Background: an optimization exercise with open tools, aiming at small area and a short achievable clock period. Do not read the settings as production practice. In this exercise RTL edits were held to simulation tests only and were not proved equivalent to the original.

## main
// mac_sequencer
module mac_sequencer #(
    parameter int ADDR_W = 21,
    parameter int CNT_W  = 4,
    parameter int STRIDE = 8,
    parameter int DATA_W = 64
) (
    input  logic                      clk,
    input  logic                      rst_n,
    input  logic                      start,
    input  logic [ADDR_W-1:0]         start_addr,
    input  logic [CNT_W-1:0]          start_count,
    output logic                      busy,
    output logic [ADDR_W+CNT_W:0]     mir,
    output logic                      mem_req,
    output logic [ADDR_W-1:0]         mem_addr,
    input  logic                      mem_ack,
    input  logic [DATA_W-1:0]         mem_rdata,
    output logic [DATA_W-1:0]         acc_out,
    output logic                      done
);
export LEC_CHECK = 0
export ABC_AREA = 1
export CAP_MARGIN = 20
export CORE_MARGIN = 2
export CORE_UTILIZATION = 50
export CTS_CLUSTER_DIAMETER = 100
export CTS_CLUSTER_SIZE = 30
export SLEW_MARGIN = 20
export SYNTH_HIERARCHICAL = 1
export SYNTH_MINIMUM_KEEP_SIZE = 0
create_clock -name core_clock -period 10.0 [get_ports {clk}]
standard.sh (not shown) runs the stock make flow with config.mk's settings and CLKGATE_MAP_FILE= SYNTH_SCRIPT=/design/flow/synth_recipe.tcl, a recipe that flattens the netlist after the stock synthesis.
==> flow/flow/run.sh <==
#!/bin/bash
# The standard ORFS layout (standard.sh), with the smallest buffer on the ports
# (buffer_ports -buffer_cell), and repair_timing aiming for a few tenths of a ns more
# setup slack than the standard flow's setting allows, to cover the routed parasitics.
set -uo pipefail
bash standard.sh SETUP_SLACK_MARGIN=5.45 'BUFFER_PORTS_ARGS=-buffer_cell sky130_fd_sc_hd__buf_1' finish > make_finish.log 2>&1
Modified inputs, the feature branch compared to main
diff --git a/flow/flow/run.sh b/flow/flow/run.sh
--- a/flow/flow/run.sh
+++ b/flow/flow/run.sh
@@ -5,2 +5,2 @@
 set -uo pipefail
-bash standard.sh SETUP_SLACK_MARGIN=5.45 'BUFFER_PORTS_ARGS=-buffer_cell sky130_fd_sc_hd__buf_1' finish > make_finish.log 2>&1
+bash standard.sh SETUP_SLACK_MARGIN=5.3 'BUFFER_PORTS_ARGS=-buffer_cell sky130_fd_sc_hd__buf_1' finish > make_finish.log 2>&1
diff --git a/flow/config.mk b/flow/config.mk
--- a/flow/config.mk
+++ b/flow/config.mk
@@ -10,3 +10,3 @@
 export CORE_MARGIN = 2
-export CORE_UTILIZATION = 50
+export CORE_UTILIZATION = 40
 export CTS_CLUSTER_DIAMETER = 100
## What came out
- Comparing the feature branch and main, the lower post-route met1 wirelength was measured on the feature branch.
- Looking at cell with the largest stage delay on the worst path, the sky130_fd_sc_hd__fa_1 result is from the feature branch; the sky130_fd_sc_hd__fa_2 one comes from main.
- For the global-route wire length before repair, the feature branch came in about 8% lower than main did.
- The setup slack of the feature branch is smaller than that of main.
- Between the feature branch and main, the post-detailed-route wirelength per cell is lower for the feature branch.

---

== job 101 ==
Starting RTL as in the previous note.
export LEC_CHECK = 0
export ABC_AREA = 1
export CAP_MARGIN = 10
export CORE_MARGIN = 2
export CORE_UTILIZATION = 40
export CTS_CLUSTER_DIAMETER = 100
export CTS_CLUSTER_SIZE = 30
export SLEW_MARGIN = 10
export SYNTH_HIERARCHICAL = 1
export SYNTH_MINIMUM_KEEP_SIZE = 0
create_clock -name core_clock -period 10.0 [get_ports {clk}]
==> flow/flow/run.sh <==
#!/bin/bash
# The standard ORFS layout (standard.sh), with the smallest buffer on the ports
# (buffer_ports -buffer_cell), and repair_timing aiming for a few tenths of a ns more
# setup slack than the standard flow's setting allows, to cover the routed parasitics.
set -uo pipefail
bash standard.sh SETUP_SLACK_MARGIN=5.3 'BUFFER_PORTS_ARGS=-buffer_cell sky130_fd_sc_hd__buf_1' finish > make_finish.log 2>&1
[inputs] job 102 vs job 101
# job 101
export LEC_CHECK = 0
export ABC_AREA = 1
export CAP_MARGIN = 10
export CORE_MARGIN = 2
export CORE_UTILIZATION = 40
export CTS_CLUSTER_DIAMETER = 100
export CTS_CLUSTER_SIZE = 30
export SLEW_MARGIN = 10
export SYNTH_HIERARCHICAL = 1
export SYNTH_MINIMUM_KEEP_SIZE = 0
create_clock -name core_clock -period 10.0 [get_ports {clk}]
# job 102
export LEC_CHECK = 0
export ABC_AREA = 1
export CAP_MARGIN = 20
export CORE_MARGIN = 2
export CORE_UTILIZATION = 40
export CTS_CLUSTER_DIAMETER = 100
export CTS_CLUSTER_SIZE = 30
export SLEW_MARGIN = 20
export SYNTH_HIERARCHICAL = 1
export SYNTH_MINIMUM_KEEP_SIZE = 0
export TNS_END_PERCENT = 0
create_clock -name core_clock -period 10.0 [get_ports {clk}]
diff --git a/flow/flow/run.sh b/flow/flow/run.sh
--- a/flow/flow/run.sh
+++ b/flow/flow/run.sh
@@ -6 +6 @@
-bash standard.sh SETUP_SLACK_MARGIN=5.3 'BUFFER_PORTS_ARGS=-buffer_cell sky130_fd_sc_hd__buf_1' finish > make_finish.log 2>&1
+bash standard.sh SETUP_SLACK_MARGIN=5.45 'BUFFER_PORTS_ARGS=-buffer_cell sky130_fd_sc_hd__buf_1' finish > make_finish.log 2>&1
### Flow results
Job 102 ended with every stage complete and zero timing, DRC or antenna violations.
Diff job 101 -> job 102: final-layout clock buffer total down about 9%; total of plain and repair buffers excluding clock buffers up 32; worst setup slack up 96 ps.
Compared to job 101, job 102 reaches a higher achievable clock.
Taking job 101 as the reference, in job 102 number of nets in the finished design went up about 0.9%, final critical-path required period went down by 96 ps.
From job 101 to job 102 the numbers moved as follows: largest fanout on the critical path moved down; number of buffers inserted to repair setup after CTS climbed 1.
## Diff of input files: job 103 against job 102
# job 102
export LEC_CHECK = 0
export ABC_AREA = 1
export CAP_MARGIN = 20
export CORE_MARGIN = 2
export CORE_UTILIZATION = 40
export CTS_CLUSTER_DIAMETER = 100
export CTS_CLUSTER_SIZE = 30
export SLEW_MARGIN = 20
export SYNTH_HIERARCHICAL = 1
export SYNTH_MINIMUM_KEEP_SIZE = 0
export TNS_END_PERCENT = 0
create_clock -name core_clock -period 10.0 [get_ports {clk}]
# job 103
export LEC_CHECK = 0
export ABC_AREA = 1
export CAP_MARGIN = 20
export CORE_MARGIN = 2
export CORE_UTILIZATION = 40
export CTS_CLUSTER_DIAMETER = 80
export CTS_CLUSTER_SIZE = 24
export SETUP_SLACK_MARGIN = 5
export SLEW_MARGIN = 20
export SYNTH_HIERARCHICAL = 1
export SYNTH_MINIMUM_KEEP_SIZE = 0
create_clock -name core_clock -period 10.0 [get_ports {clk}]
==> flow/run.sh (new file) <==
#!/bin/bash
# synth_recipe.tcl (not shown) runs the flow's synth.tcl, then flattens the netlist and writes it again
# the make line also repeats each setting of config.mk as NAME=value (left out here)
make -C /OpenROAD-flow-scripts/flow DESIGN_CONFIG=/design/flow/config.mk WORK_HOME=/design/flow/orfs CLKGATE_MAP_FILE= SYNTH_SCRIPT=/design/flow/synth_recipe.tcl finish
removed: flow/flow/run.sh
removed: flow/standard.sh
## What came out
Job 103 vs job 102: non-clock buffer count down by more than 10%
When the final numbers for job 103 and job 102 were put side by side, the number of antenna violations at the first check in global routing turned out to be smaller in job 103.
Setup changes, job 103 to job 104
# job 103
export LEC_CHECK = 0
export ABC_AREA = 1
export CAP_MARGIN = 20
export CORE_MARGIN = 2
export CORE_UTILIZATION = 40
export CTS_CLUSTER_DIAMETER = 80
export CTS_CLUSTER_SIZE = 24
export SETUP_SLACK_MARGIN = 5
export SLEW_MARGIN = 20
export SYNTH_HIERARCHICAL = 1
export SYNTH_MINIMUM_KEEP_SIZE = 0
create_clock -name core_clock -period 10.0 [get_ports {clk}]
# job 104
export LEC_CHECK = 0
export ABC_AREA = 1
export CAP_MARGIN = 20
export CORE_MARGIN = 2
export CORE_UTILIZATION = 40
export CTS_CLUSTER_DIAMETER = 80
export CTS_CLUSTER_SIZE = 24
export SLEW_MARGIN = 20
export SYNTH_HIERARCHICAL = 1
export SYNTH_MINIMUM_KEEP_SIZE = 0
create_clock -name core_clock -period 10.0 [get_ports {clk}]
==> flow/flow/run.sh (new file) <==
#!/bin/bash
# The standard ORFS layout (standard.sh), with the smallest buffer on the ports
# (buffer_ports -buffer_cell), and repair_timing aiming for a few tenths of a ns more
# setup slack than the standard flow's setting allows, to cover the routed parasitics.
set -uo pipefail
bash standard.sh SETUP_SLACK_MARGIN=5.45 'BUFFER_PORTS_ARGS=-buffer_cell sky130_fd_sc_hd__buf_1' finish > make_finish.log 2>&1
==> flow/standard.sh (new file) <==
#!/bin/bash
# synth_recipe.tcl (not shown) runs the flow's synth.tcl, then flattens the netlist and writes it again
# the make line also repeats each setting of config.mk as NAME=value (left out here)
make -C /OpenROAD-flow-scripts/flow DESIGN_CONFIG=/design/flow/config.mk WORK_HOME=/design/flow/orfs CLKGATE_MAP_FILE= SYNTH_SCRIPT=/design/flow/synth_recipe.tcl "${@:-finish}"
removed: flow/run.sh
--- outcome ---
- Changes observed in job 104 relative to job 103: global-route wire length before repair shrank by about 1.8%; area added between synthesis and finish grew by 1.4 points; overall routed net length grew by 0.47%; total of plain and repair buffers excluding clock buffers grew by 29%.
- Cell count: higher on job 104
Setup changes, job 104 to job 105
# job 104
export LEC_CHECK = 0
export ABC_AREA = 1
export CAP_MARGIN = 20
export CORE_MARGIN = 2
export CORE_UTILIZATION = 40
export CTS_CLUSTER_DIAMETER = 80
export CTS_CLUSTER_SIZE = 24
export SLEW_MARGIN = 20
export SYNTH_HIERARCHICAL = 1
export SYNTH_MINIMUM_KEEP_SIZE = 0
create_clock -name core_clock -period 10.0 [get_ports {clk}]
# job 105
export LEC_CHECK = 0
export ABC_AREA = 1
export CAP_MARGIN = 20
export CORE_MARGIN = 2
export CORE_UTILIZATION = 40
export CTS_CLUSTER_DIAMETER = 100
export CTS_CLUSTER_SIZE = 30
export SLEW_MARGIN = 20
export SYNTH_HIERARCHICAL = 1
export SYNTH_MINIMUM_KEEP_SIZE = 0
export TNS_END_PERCENT = 0
create_clock -name core_clock -period 10.0 [get_ports {clk}]
diff --git a/flow/flow/run.sh b/flow/flow/run.sh
--- a/flow/flow/run.sh
+++ b/flow/flow/run.sh
@@ -6 +6 @@
-bash standard.sh SETUP_SLACK_MARGIN=5.45 'BUFFER_PORTS_ARGS=-buffer_cell sky130_fd_sc_hd__buf_1' finish > make_finish.log 2>&1
+bash standard.sh SETUP_SLACK_MARGIN=5.3 'BUFFER_PORTS_ARGS=-buffer_cell sky130_fd_sc_hd__buf_1' finish > make_finish.log 2>&1
--- outcome ---
The standard cells in job 105 occupy less silicon area than those in job 104 do. Non-clock buffer count for job 105 is lower than for job 104. In job 105 the number of DRC violations after detailed-routing iteration 0 turned out 529 lower than in job 104. Taking job 105 as 1.0, job 104 lands at 1.7 on number of gates resized after CTS. Fraction of area in registers was lower in the run labelled job 104.

==> separate check: timing with driven ports <==
Ports are ideal in the flow. The routed layouts listed here were re-timed in OpenROAD. Step 1: set_driving_cell puts a clkbuf_16 on clk and a buf_2 on each other input, an assumption about the parent block. Step 2 also shifts input and output timing later by t, the mid clock arrival at the registers, as if the neighbouring blocks saw the same clock. a / b / c = no drivers / after step 1 / after step 2; a / b = the first two.
| run | t (ns) | setup WS [ns] | hold slack, ns | clock arrival spread, ns |
|---|---|---|---|---|
| main | 0.620 | 5.390 / 5.390 / 4.827 | 0.534 / 0.534 / 0.534 | 0.048 / 0.048 |
| the feature branch | 0.645 | 5.305 / 5.350 / 4.705 | 0.525 / 0.525 / 0.525 | 0.040 / 0.039 |
| job 101 | 0.645 | 5.311 / 5.343 / 4.698 | 0.525 / 0.525 / 0.525 | 0.042 / 0.042 |
| job 102 | 0.628 | 5.407 / 5.449 / 4.821 | 0.535 / 0.535 / 0.535 | 0.029 / 0.030 |
| job 103 | 0.662 | 5.012 / 5.042 / 4.380 | 0.522 / 0.522 / 0.522 | 0.036 / 0.036 |
| job 104 | 0.663 | 5.416 / 5.416 / 4.778 | 0.530 / 0.530 / 0.530 | 0.044 / 0.044 |
| job 105 | 0.641 | 5.206 / 5.251 / 4.609 | 0.524 / 0.524 / 0.524 | 0.041 / 0.041 |
After both steps setup and hold are still met in every run listed. For job 104, which loses most, drivers alone change the setup slack by 0.000 ns; drivers and shift together by -0.638 ns.
